Source: an optimization exercise on an open RTL-to-GDS flow (aim: small area). Production flows keep margins and buffers that such runs may drop. Function was checked by simulation only, so behaviour that the tests miss may differ from the original. Power figures rest on the tool's default switching activity, not on a simulated workload.

File: flow/run.sh
#!/bin/bash
set -uo pipefail
W=$(pwd)
rm -rf "$W/orfs_scripts"
cp -r "$FLOW_HOME/scripts" "$W/orfs_scripts"
cp "$W/flow/abc_map.script" "$W/orfs_scripts/abc_speed.script"
export BUFFER_PORTS_ARGS="-buffer_cell sky130_fd_sc_hd__buf_1"
SCRIPTS_DIR="$W/orfs_scripts" bash "$W/standard.sh" synth > "$W/flow_synth.log" 2>&1 || { tail -50 "$W/flow_synth.log"; exit 1; }
bash "$W/standard.sh" > "$W/flow_layout.log" 2>&1 || { tail -50 "$W/flow_layout.log"; exit 1; }
File: standard.sh
#!/bin/bash
# synth_recipe.tcl (not shown) runs the flow's synth.tcl, then flattens the netlist and writes it again
# the make line also repeats each setting of config.mk as NAME=value (left out here)
make -C /OpenROAD-flow-scripts/flow DESIGN_CONFIG=/design/flow/config.mk WORK_HOME=/design/flow/orfs CLKGATE_MAP_FILE= SYNTH_SCRIPT=/design/flow/synth_recipe.tcl "${@:-finish}"
File: constraint.sdc
create_clock -name core_clock -period 7.0 [get_ports {serdes_clk}]
set_input_delay 1.4000 -clock core_clock [delete_from_list [all_inputs] [get_ports {serdes_clk}]]
set_output_delay 1.4000 -clock core_clock [all_outputs]
set_load 0.01 [all_outputs]
File: flow/abc_map.script
strash
ifraig
scorr
dc2
dch -f
amap -F 4 -A 4
strash
dch -f
amap -F 4 -A 4
topo
stime -c
buffer -c
upsize -c
dnsize -c
File: design.v
package dtc_link_pkg;
   typedef struct packed {
      logic [1:0]  k;       
      logic [15:0] data;
   } link_word_t;
   localparam logic [1:0] K_IDLE = 2'b11;    
   localparam logic [1:0] K_CMD  = 2'b10;    
   localparam logic [1:0] K_DATA = 2'b00;    
   localparam logic [15:0] COMMA = 16'hBC3C;    
   localparam int PKT_WORDS     = 10;
   localparam int PAYLOAD_WORDS = 8;
   localparam logic [15:0] CRC_POLY = 16'h1021;
   localparam logic [15:0] CRC_INIT = 16'hFFFF;
endpackage
package dtc_req_pkg;
   typedef enum logic [3:0] {
      DCS_REQ   = 4'd0,
      HEARTBEAT = 4'd1,
      DATA_REQ  = 4'd2
   } pkt_kind_t;
   localparam int OP_W = 6;
   typedef logic [OP_W-1:0] op_t;
   localparam op_t OP_SINGLE_RD = 6'd0;
   localparam op_t OP_SINGLE_WR = 6'd1;
   localparam int TAG_W = 48;
   typedef logic [TAG_W-1:0] tag_t;
   localparam logic [7:0]  HDR_K_BASE = 8'h1C;     
   localparam logic [15:0] DMA_COUNT  = 16'h0010;  
   localparam logic [7:0]  VALID_BIT  = 8'h80;     
   typedef logic [2:0] ring_cnt_t;    
endpackage
`timescale 1ns/1ps
module dtc_crc16 (
   input  logic [15:0] crc_in,
   input  logic [15:0] data,
   output logic [15:0] crc_out
);
   always_comb
   begin
      crc_out = crc_in;
      for (int i = 15; i >= 0; i--)
      begin
         if (crc_out[15] ^ data[i])
            crc_out = {crc_out[14:0], 1'b0} ^ dtc_link_pkg::CRC_POLY;
         else
            crc_out = {crc_out[14:0], 1'b0};
      end
   end
endmodule
`timescale 1ns/1ps
module dtc_sim_top (
   input  logic        serdes_clk,
   input  logic        serdes_resetn,
   input  logic        marker_on,
   input  logic        start,
   input  logic        cfo_emul_en,
   input  logic [3:0]  packet_type,    
   input  logic [5:0]  op_code,        
   input  logic [15:0] addr,
   input  logic [15:0] wdata,
   input  logic [47:0] event_window_tag,
   input  logic [47:0] event_window_offset,
   input  logic [31:0] event_mode,
   input  logic [7:0]  rf_marker,
   input  logic        on_spill,
   input  logic        datareq_last_word,
   output logic [15:0] tx_data,
   output logic [1:0]  tx_k
);
   logic        last_d1, last_d2, first_start;
   logic [47:0] evt_tag, evt_next, tag_base;
   logic        sel_off, sel_win, tag_inc;
   logic [47:0] tag_c;    
   logic [5:0]  tag_bc;   
   assign sel_off  = first_start & cfo_emul_en;
   assign sel_win  = ~sel_off & (first_start | (start & ~cfo_emul_en));
   assign tag_inc  = sel_off | (~sel_win & last_d1 & ~last_d2);
   assign tag_base = sel_off ? event_window_offset : (sel_win ? event_window_tag : evt_tag);
   always_comb
   begin
      tag_bc[0] = tag_inc;
      for (int k = 1; k < 6; k++)
         tag_bc[k] = tag_bc[k-1] & (&tag_base[8*k-8 +: 8]);
      for (int k = 0; k < 6; k++)
      begin
         tag_c[8*k] = tag_bc[k];
         for (int j = 1; j < 8; j++)
            tag_c[8*k+j] = tag_c[8*k+j-1] & tag_base[8*k+j-1];
      end
   end
   assign evt_next = tag_base ^ tag_c;
   always_ff @(posedge serdes_clk or negedge serdes_resetn)
   begin
      if (!serdes_resetn)
      begin
         last_d1     <= 1'b0;
         first_start <= 1'b1;
      end
      else
      begin
         last_d1 <= datareq_last_word;
         if (start & cfo_emul_en)
            first_start <= 1'b0;
      end
   end
   always_ff @(posedge serdes_clk)
   begin
      last_d2 <= last_d1;
      evt_tag <= evt_next;
   end
   logic [3:0] wcnt;         
   logic [2:0] s_v;          
   logic       burst;
   logic [3:0] bcnt;
   logic       rd_en, accept, room, full;
   assign rd_en  = burst & ~marker_on;
   assign room   = !(s_v[0] && s_v[1] && s_v[2]) || (bcnt == 4'd7 && rd_en);
   assign accept = start && room;
   assign full   = s_v[0] && (wcnt == 4'd0 || s_v[1])
                || s_v[1] && (wcnt == 4'd0 || s_v[2])
                || s_v[2] && (wcnt == 4'd0 || s_v[0]);
   always_ff @(posedge serdes_clk or negedge serdes_resetn)
   begin
      if (!serdes_resetn)
      begin
         wcnt  <= '0;
         burst <= 1'b0;
         bcnt  <= '0;
      end
      else
      begin
         if (accept)
            wcnt <= 4'd11;
         else if (wcnt != 4'd0)
            wcnt <= wcnt - 1'b1;
         if (!burst && full)
            burst <= 1'b1;
         else if (rd_en)
         begin
            bcnt <= bcnt + 1'b1;
            if (bcnt == 4'd9)
            begin
               burst <= 1'b0;
               bcnt  <= '0;
            end
         end
      end
   end
   logic        s_hb [3];
   logic [79:0] s_w  [3];
   logic [8:0]  s_p7 [3];
   logic        vac0, mv01, mv12;
   logic [2:0]  ring;
   logic [8:0]  tail;           
   logic        in_hb;
   logic [79:0] in_w;
   assign in_hb = (packet_type == 4'd1);
   always_comb
   begin
      in_w = '0;
      case (packet_type)
         4'd0: in_w[47:0] = {((op_code == 6'd1) ? wdata : 16'h0000), addr, 10'b0, op_code};
         4'd1: in_w[47:0] = event_window_tag;
         4'd2: in_w[47:0] = evt_next;
         default: ;
      endcase
      in_w[79:48] = event_mode;
      if (!in_hb)
         in_w[51:48] = packet_type;
   end
   assign vac0 = rd_en && (bcnt == 4'd7);
   assign mv01 = s_v[1] && (!s_v[0] || vac0);
   assign mv12 = s_v[2] && (!s_v[1] || mv01);
   always_ff @(posedge serdes_clk)
   begin
      if (mv01)
      begin
         s_hb[0] <= s_hb[1];
         s_w[0]  <= s_w[1];
         s_p7[0] <= s_p7[1];
      end
      if (mv12)
      begin
         s_hb[1] <= s_hb[2];
         s_w[1]  <= s_w[2];
         s_p7[1] <= s_p7[2];
      end
      if (accept)
      begin
         s_hb[2] <= in_hb;
         s_w[2]  <= {in_w[79:48], ~in_w[47:0]};    
         s_p7[2] <= {rf_marker, on_spill};
      end
   end
   logic [9:0]       pos;        
   logic [3:0]       r_kind;
   logic             r_hb;
   logic [15:0]      rd_data, crc, crc_step;
   always_comb
   begin
      for (int j = 0; j < 10; j++)
         pos[j] = (bcnt == 4'(j));
   end
   assign r_hb   = s_hb[0];
   assign r_kind = r_hb ? 4'd1 : s_w[0][51:48];
   always_comb
   begin
      rd_data = ({16{pos[0]}} & {dtc_req_pkg::HDR_K_BASE, ring, 1'b0, r_kind})
              | ({16{pos[1]}} & dtc_req_pkg::DMA_COUNT)
              | ({16{pos[2]}} & {dtc_req_pkg::VALID_BIT, r_kind, 4'h0})
              | ({16{pos[3]}} & ~s_w[0][15:0])
              | ({16{pos[4]}} & ~s_w[0][31:16])
              | ({16{pos[5]}} & ~s_w[0][47:32])
              | ({16{pos[6] & r_hb}} & s_w[0][63:48])
              | ({16{pos[7] & r_hb}} & s_w[0][79:64])
              | ({16{pos[8]}} & {tail[8:1], 7'b0, tail[0]})
              | ({16{pos[9]}} & crc);
   end
   dtc_crc16 u_crc (
      .crc_in  (crc),
      .data    (rd_data),
      .crc_out (crc_step)
   );
   always_ff @(posedge serdes_clk)
   begin
      if (rd_en)
      begin
         if (bcnt == 4'd0)
            crc <= 16'h0F3E;    
         else if (bcnt != 4'd1 && bcnt != 4'd9)
            crc <= crc_step;
         if (bcnt == 4'd7)
            tail <= r_hb ? s_p7[0] : 9'h000;
      end
   end
   logic        tx_valid;    
   logic        tx_hdr;      
   logic [15:0] tx_word;
   assign tx_data = tx_valid ? tx_word : dtc_link_pkg::COMMA;
   assign tx_k    = tx_valid ? {tx_hdr, 1'b0} : dtc_link_pkg::K_IDLE;
   always_ff @(posedge serdes_clk)
   begin
      tx_word <= rd_data;
      tx_hdr  <= pos[0];
   end
   always_ff @(posedge serdes_clk or negedge serdes_resetn)
   begin
      if (!serdes_resetn)
      begin
         s_v      <= '0;
         ring     <= '0;
         tx_valid <= 1'b0;
      end
      else
      begin
         s_v[0] <= (s_v[0] && !vac0) || mv01;
         s_v[1] <= (s_v[1] && !mv01) || mv12;
         s_v[2] <= (s_v[2] && !mv12) || accept;
         if (rd_en && bcnt == 4'd9)
            ring <= ring + 1'b1;
         tx_valid <= rd_en;
      end
   end
endmodule
File: config.mk
export PLATFORM = sky130hd
export DESIGN_NAME = dtc_sim_top
export DESIGN_NICKNAME = dtc_sim_top
export VERILOG_FILES = /design/flow/design.v
export SDC_FILE = /design/flow/constraint.sdc
export NUM_CORES = 4
export LEC_CHECK = 0
export CAP_MARGIN = 20
export CORE_MARGIN = 2
export CORE_UTILIZATION = 55
export CTS_BUF_LIST = sky130_fd_sc_hd__clkbuf_16
export CTS_CLUSTER_DIAMETER = 100
export CTS_CLUSTER_SIZE = 25
export PLACE_DENSITY = 0.7
export SLEW_MARGIN = 20
==> notes.md <==
[metal layers]
metal / global-route usage / vias to the layer above / wire (um)
met1: 0.351 / 4164 / 13700
met4: 0.0635 / 0 / 823
met2: 0.357 / 496 / 14500
met5: 0 / - / 0
met3: 0.0274 / 43 / 2670
li1: - / 4152 / -
[report_power, final]
part	internal [uW]	switching (uW)	total, uW	leakage, uW
logic	554	1080	1640	0.00202
registers	2940	158	3090	0.00338
clock network	508	669	1180	0.000314
total	4000	1910	5910	0.00571
[worst max-delay path, cell delays in order]
cell and delay [ps]:
buf_1 150, inv_1 110, nor2b_4 370, buf_4 430, a222oi_1 190, nor4_1 280
nand3_1 140, nor4_1 310, nand4_1 220, nor4_1 390, nand4_1 200, nor4_1 230
ha_1 210, ha_1 150, ha_1 140, ha_1 150, ha_1 140, ha_1 140
ha_1 150, o21ai_0 110, a222oi_1 360
[worst min-delay path by stage]
stage               cells after the start              start         endpoint
floorplan                               0  last_d1$_DFF_PN0_  last_d2$_DFF_P_
global placement                        0  last_d1$_DFF_PN0_  last_d2$_DFF_P_
detailed placement                      0  last_d1$_DFF_PN0_  last_d2$_DFF_P_
CTS                                     0  last_d1$_DFF_PN0_  last_d2$_DFF_P_
global route                            0  last_d1$_DFF_PN0_  last_d2$_DFF_P_
finish                                  0  last_d1$_DFF_PN0_  last_d2$_DFF_P_
[cell type report]
| cell class | instances | area (um^2) | area share |
|---|---|---|---|
| inverters | 84 | 317 | 0.0196 |
| well taps | 335 | 419 | 0.0260 |
| clock inverters | 15 | 76.3 | 0.00473 |
| flip-flops and latches | 379 | 10600 | 0.659 |
| repair buffers | 219 | 898 | 0.0556 |
| multi-input cells | 441 | 3330 | 0.206 |
| clock buffers | 19 | 475 | 0.0295 |
[cells in the mapped netlist (all sizes together), types with 13 or more instances]
cell and number:
a21oi 48, nand2 35, nor2b 17, ha 45, o22ai 16, a22oi 13
clkbuf 26, edfxtp 295, a222oi 95, buf 14, nor2 56, o21ai 38
dfxtp 66, inv 84, dfrtp 17
[registers in the layout, indices dropped and copies added, names as in the netlist, 3 cells and up]
register / count
s_v: 3
tail: 9
s_p7: 27
tx_word: 16
s_w: 240
evt_tag: 48
ring: 3
crc: 16
s_hb: 3
bcnt: 4
wcnt: 4
[logic make-up (layout without fill, tap and decap cells)]
family,after synthesis,after routing,share of synthesized area
and+or+nand+nor,149,149,0.0502
DFF,379,379,0.738
adders and majority gates,45,45,0.0391
buffers and inverters,124,337,0.0341
AOI/OAI and AO/OA,247,247,0.138
[cells in the final DEF (no fill, tap or decap), drive strengths merged, types with 3 or more instances in the layout]
master	synthesis	layout
nand3	3	3
edfxtp	295	295
nand4	8	8
nor4	9	9
a22oi	13	13
dfrtp	17	17
dfxtp	66	66
o211ai	6	6
buf	14	219
or2	12	12
nor2	56	56
a221oi	8	8
o2111ai	4	4
o22ai	16	16
a21oi	48	48
nor3	6	6
a222oi	95	95
o21a	3	3
o21ai	38	38
nor2b	17	17
clkbuf	26	19
ha	45	45
o221ai	5	5
nand2	35	35
inv	84	98
a21o	3	3
[metrics by stage]
stage | worst slack (ps) | area (um^2)
after floorplan | 1310 | 14400
after global placement | 913 | 15600
after detailed placement | 746 | 15600
after CTS | 1330 | 16100
after global routing | 785 | 16100
final | 1330 | 16100
==> key figures <==
Min path
  – Worst Hold Class: flop to flop

Timing
  – Final Hold Viols: 0
  – Final TNS setup: 0 ps
  – Post-route clock period utilization: 0.810
  – Unrepaired setup endpoints after global routing: no
  – Maximum clock rate: 0.176 GHz
  – Slew @ Worst Pin: approximately 1100 ps
  – Final setup viols: 0
  – Layout Skew: ~23 ps
  – Slew headroom: 0.286
  – Max Slew Vio Count: 0
  – Minimum clock period: 5670 ps
  – Final worst hold slack: 399 ps

Clocking
  – Clk root buf: clkbuf_16
  – CTS tree: yes
  – Post-CTS Resized: 0
  – H-tree Lvls: 1
  – Post-CTS Hold Buffers: 0
  – Clk Latency, worst-skew pair: 530 ps
  – Post-CTS setup buffers: 0
  – CTS Buf Count: 19
  – Clock sink count: 379
  – Clock-pin slew on the worst setup and hold paths: 90 ps
  – Longest Clk Path Bufs: 3

Routing
  – Vias: ~9,000
  – Routed WL: roughly 32,000 um
  – DR vias/cell: slightly below 6
  – # DRC: 0
  – TritonRoute pass-1 iters: 12
  – Wire length per cell: 21.3 um
  – Initial DRC Count: 1,339
  – Routed Antenna Nets: 0

Yosys
  – Post-synthesis async set-or-reset flop share: 0.0475
  – Cell taking the most area after synthesis: edfxtp_1
  – Ranking of synthesized cells by area: edfxtp_1, dfxtp_1, a222oi_1, ha_1, dfrtp_1
  – Share of the yosys chip area belonging to registers: 0.738
  – Syn Area/Cell: approximately 15 um^2
  – Post-Syn Area: around 14,000 um^2
  – Number of flops mapped to enable cells by yosys: between 200 and 300
  – Flip-flop and latch count after synthesis: approximately 380
  – YS warnings: 5
  – Most used flip-flop cell after synthesis: edfxtp_1
  – Gate Count Post-Synth: approximately 940
  – Synth cell types: 50
  – Area share of the largest cell type after synthesis: 0.615
  – Post-Syn Nets: between 1,000 and 1,500

Placed design
  – Hpwl dp: 22,700 um
  – Placer Congestion: between 0.9 and 1
  – Dpl cells: approximately 1,500
  – Input/output buffers: 202

Floorplan
  – Top Ports: between 200 and 250
  – Chip Height: 166 um
  – Chip Width: roughly 170 um
  – Die area: about 27,000 um^2
  – Starting Density: 0.556
  – FP Rows: between 50 and 60
  – Core box area: around 26,000 um^2

Critical path
  – Register-to-register setup slack: between 1500 and 2000 ps
  – Crit Reg-Reg Startpoint: first_start$_DFFE_PN1P_
  – Crit path from: cfo_emul_en
  – Setup crit end: s_w[2][47]$_DFFE_PP_
  – Crit path kind: input pin to flop
  – Worst reg2reg path depth: 20
  – Max Fanout on Critical Path: 36
  – Worst EP required: around 7300 ps
  – CP Launch Type: input pin
  – Worst Path Arrival: roughly 6000 ps
  – Setup crit end kind: flop
  – R2R Path End: s_w[2][47]$_DFFE_PP_

Job
  – Max_cap viols: 0

Layout
  – Share of cells above drive strength 1: 0.0838
  – Filler cell count: 1,953
  – Layout Cells excl Fill: roughly 1,500
  – Finished Core Util: 0.623
  – Diodes inserted: 0
  – Final nets: ~1,400
  – Synth-to-layout area growth: 12.1%

Power
  – P_leak: between 0.005 and 0.006 uW
  – Power Density: around 370 nW/um^2
  – Peak supply drop: between 0.2 and 0.25 mV
  – Tot Pwr: 5910 uW

Global routing
  – Largest net degree at the start of global routing: between 60 and 70
  – Number of global-route vias before repair: 8,689
  – Overall routing resource usage: 0.231
  – Overflow after GRT: 0
  – Initial antenna violation count: 0
  – First-pass GRT wire length: 49,500 um

Outcome
  – Run status: timing/DRC/antenna clean

-- re-timing with driven ports --
No port has a modelled driver above. Below, the same layout with a new extraction and two added sets of constraints.
Step 1, drivers: a clkbuf_16 drives serdes_clk and a buf_2 each remaining input, both assumed.
Step 2 times the ports against the registers' clock, not the clock port: input delays grow and output delays shrink by t, the midpoint of the rising clock arrivals with the driver on.
a / b / c = ideal / step 1 / step 2; a / b = the first two.
t, ns: 0.568
setup WS [ns]: 1.328 / 1.353 / 0.785
worst hold slack (ns): 0.399 / 0.399 / 0.399
worst setup path after step 2: input to register
worst register clock-pin slew, ns: 0.11 / 0.11
After both steps this run still meets setup and hold. For this run, drivers alone change the setup slack by +0.025 ns; drivers and shift together by -0.543 ns.
